Source: an optimization exercise on an open RTL-to-GDS flow (aim: small area, a short achievable clock period and few clock cycles). Production flows keep margins and buffers that such runs may drop. The RTL was checked by simulation tests, not by an equivalence proof against the original design. Power is estimated from default activity; no workload was simulated.

run D:
// adb_packet_receive_queue_top
module adb_packet_receive_queue_top #(
	parameter int unsigned RING_SLOTS = RING_SLOTS_DEF,
	parameter int unsigned MAX_REPLY  = MAX_REPLY_DEF
) (
	input  logic          clk,
	input  logic          arst_n,
	input  logic          cfg_we,
	input  logic          cfg_wdata,
	input  logic                  item_valid,
	output logic                  item_ready,
	input  logic [MODE_W-1:0]     item_mode,
	input  logic [BYTE_W-1:0]     item_link_byte,
	input  logic                  item_end_of_packet,
	output logic                  result_valid,
	input  logic                  result_ready,
	output logic [OUTCOME_W-1:0]  result_outcome,
	output logic [BYTE_W-1:0]     result_status_flags,
	output logic [BYTE_W-1:0]     result_echoed_command,
	output logic [BYTE_W-1:0]     result_data_byte,
	output logic [DATA_IDX_W-1:0] result_data_index,
	output logic                  result_has_data,
	output logic                  result_last
);
For scale: ~1800 flip-flops.
==> flow/config.mk <==
export PLATFORM = sky130hd
export DESIGN_NAME = adb_packet_receive_queue_top
export DESIGN_NICKNAME = adb_packet_receive_queue_top
export VERILOG_FILES = /design/flow/design.v
export SDC_FILE = /design/flow/constraint.sdc
export NUM_CORES = 4
export LEC_CHECK = 0
export CAP_MARGIN = 20
export CORE_MARGIN = 2
export CORE_UTILIZATION = 65
export CTS_BUF_LIST = sky130_fd_sc_hd__clkbuf_8
export CTS_CLUSTER_DIAMETER = 45
export CTS_CLUSTER_SIZE = 20
export SETUP_SLACK_MARGIN = 4.15
export SLEW_MARGIN = 20
==> flow/constraint.sdc <==
create_clock -name core_clock -period 7.0 [get_ports {clk}]
set_input_delay 1.4000 -clock core_clock [delete_from_list [all_inputs] [get_ports {clk}]]
set_output_delay 1.4000 -clock core_clock [all_outputs]
set_load 0.01 [all_outputs]
run.sh (not shown) runs the stock make flow with config.mk's settings and CLKGATE_MAP_FILE= SYNTH_SCRIPT=/design/flow/synth_recipe.tcl, a recipe that flattens the netlist after the stock synthesis.
Testbench counts of run D, summed over its fixed seeds: cycles 23,510.
Changes in run A relative to run D:
--- a/flow/design.v
+++ b/flow/design.v
@@ -397,22 +397,20 @@
 	localparam logic [DATA_N-1:0] TAPS = DATA_N'(21'h11111);
 	logic                  c_at, c_at_rot;
 	logic [LEN_W-1:0]      c_idx, c_rem, c_li, q_li;
 	logic                  q_has;
 	logic [POS_W-1:0]      c_vict, c_vict_nx;
 	logic                  c_safe;
 	logic                  load_ok, emit, c_last, c_fin, c_load;
 	logic                  res_valid_q;
-	localparam int unsigned RES_W = OUTCOME_W + 3 * BYTE_W + DATA_IDX_W + 2;
-	logic [RES_W-1:0]      res_new, res_hold_q, res_out_q;
-	logic [OUTCOME_W-1:0]  hold_outcome;
-	logic [BYTE_W-1:0]     hold_status, hold_cmd, hold_data;
-	logic [DATA_IDX_W-1:0] hold_index;
-	logic                  hold_has, hold_last;
+	logic [OUTCOME_W-1:0]  res_outcome_q;
+	logic [BYTE_W-1:0]     res_status_q, res_cmd_q, res_data_q;
+	logic [DATA_IDX_W-1:0] res_index_q;
+	logic                  res_has_q, res_last_q;
 	assign load_ok    = !res_valid_q || result_ready;
 	assign emit       = c_v && load_ok && c_at;
 	assign c_at_rot   = |({c_pos_oh[DATA_N-2:0], c_pos_oh[DATA_N-1]} & TAPS);
 	assign c_last     = !c_rep || (c_rem == '0);
 	assign c_fin      = emit && c_last;
 	assign c_load     = (!c_v || c_fin) && rq_v[0];
 	assign rq_pop     = c_load;
 	assign rd_slot_oh = c_slot_oh;
@@ -465,33 +463,45 @@
 			c_idx     <= c_idx + LEN_W'(1);
 			c_rem     <= c_rem - LEN_W'(1);
 			c_done    <= 1'b1;
 		end else begin
 			c_pos_oh  <= {c_pos_oh[DATA_N-2:0], c_pos_oh[DATA_N-1]};
 			c_at      <= !c_rep || !c_has || c_at_rot;
 		end
 		if (emit) begin
-			res_hold_q <= res_new;
-		end
-		res_out_q <= (res_new & {RES_W{emit}}) | (res_hold_q & {RES_W{!emit}});
-	end
-	assign {hold_outcome, hold_status, hold_cmd, hold_data, hold_index, hold_has, hold_last} =
-		res_hold_q;
-	always_comb begin
-		if (c_rep) begin
-			res_new = {OC_PACKET, c_done ? hold_status : rd_status, c_done ? hold_cmd : rd_command,
-				rd_data, DATA_IDX_W'(c_idx), c_has, c_last};
-		end else begin
-			res_new = {c_code, {(3 * BYTE_W + DATA_IDX_W + 1){1'b0}}, 1'b1};
+			if (c_rep) begin
+				res_outcome_q <= OC_PACKET;
+				if (!c_done) begin
+					res_status_q <= rd_status;
+					res_cmd_q    <= rd_command;
+				end
+				res_data_q  <= rd_data;
+				res_index_q <= DATA_IDX_W'(c_idx);
+				res_has_q   <= c_has;
+				res_last_q  <= c_last;
+			end else begin
+				res_outcome_q <= c_code;
+				res_status_q  <= '0;
+				res_cmd_q     <= '0;
+				res_data_q    <= '0;
+				res_index_q   <= '0;
+				res_has_q     <= 1'b0;
+				res_last_q    <= 1'b1;
+			end
 		end
 	end
 	assign result_valid          = res_valid_q;
-	assign {result_outcome, result_status_flags, result_echoed_command, result_data_byte,
-		result_data_index, result_has_data, result_last} = res_out_q;
+	assign result_outcome        = res_outcome_q;
+	assign result_status_flags   = res_status_q;
+	assign result_echoed_command = res_cmd_q;
+	assign result_data_byte      = res_data_q;
+	assign result_data_index     = res_index_q;
+	assign result_has_data       = res_has_q;
+	assign result_last           = res_last_q;
 endmodule
 import adbq_pkg::*;
 module adb_packet_receive_queue_top #(
 	parameter int unsigned RING_SLOTS = RING_SLOTS_DEF,
 	parameter int unsigned MAX_REPLY  = MAX_REPLY_DEF
 ) (
 	input  logic          clk,
 	input  logic          arst_n,
Having completed the whole flow, run A delivered a layout that passed the timing, design-rule and antenna checks.
Compared to run D, the routing of run A uses less wire.
Diff run D and run A: synthesized area divided by synthesized cell count lower in run D
Run D vs run A, topmost layer with routed signal wires: met4 vs met5
Run A vs run D, logic gate share of total power went up by 0.9 points.
There was hardly any difference in part of the power in the clock network between run A and run D.
Run A gives less signed area change from the synthesized netlist to the final layout than run D did.
In the metrics for run D and run A, the one carrying the lower number of distinct library cells after synthesis is run D.
Worst clock skew delta (run A − run D): favourable
Run D has higher width of the die than run A.
Comparing run A with run D, the share of cells above drive strength 1 came out essentially unchanged.
Number of signal-net buffers in the layout was lower in the run labelled run A.
Re clock group total power: run D was higher than run A.
Looking at largest net degree at the start of global routing, run A sits about 12% below run D.
End point of the critical path = u_seq.rq_q[1]$_DFFE_PP_: run D; end point of the critical path = result_data_byte[7]: run A
Looking at number of standard cells in the layout, taps in and fillers out, run A sits about 3.5% lower than run D does.
Testbench counts of run A, summed over its fixed seeds: cycles 23,510.

## afterwards: timing with drivers on the ports
The flow's constraints put no driver on any port. The routed layouts listed below were extracted and timed again, unchanged, in two steps.
Step 1 (the two cells are an assumption about what drives the block):
set clk [get_ports {clk}]
set_driving_cell -lib_cell sky130_fd_sc_hd__clkbuf_16 $clk
set_driving_cell -lib_cell sky130_fd_sc_hd__buf_2 [delete_from_list [all_inputs] $clk]
Step 2 moves the port delays by t, midway between the first and last clock arrival at a register: inputs arrive t later, outputs are due t later. That takes back most of the time a late clock gives input paths.
Slacks: ideal / step 1 / step 2; pairs: ideal / step 1.
run | t (ns) | setup slack, ns | worst hold slack (ns)
run D | 0.844 | 4.148 / 4.135 / 3.345 | 0.307 / 0.307 / 0.307
run A | 0.866 | 4.081 / 4.019 / 3.361 | 0.300 / 0.300 / 0.300
After both steps setup and hold are still met in every run listed. For run D, which loses most, drivers alone change the setup slack by -0.013 ns; drivers and shift together by -0.803 ns.
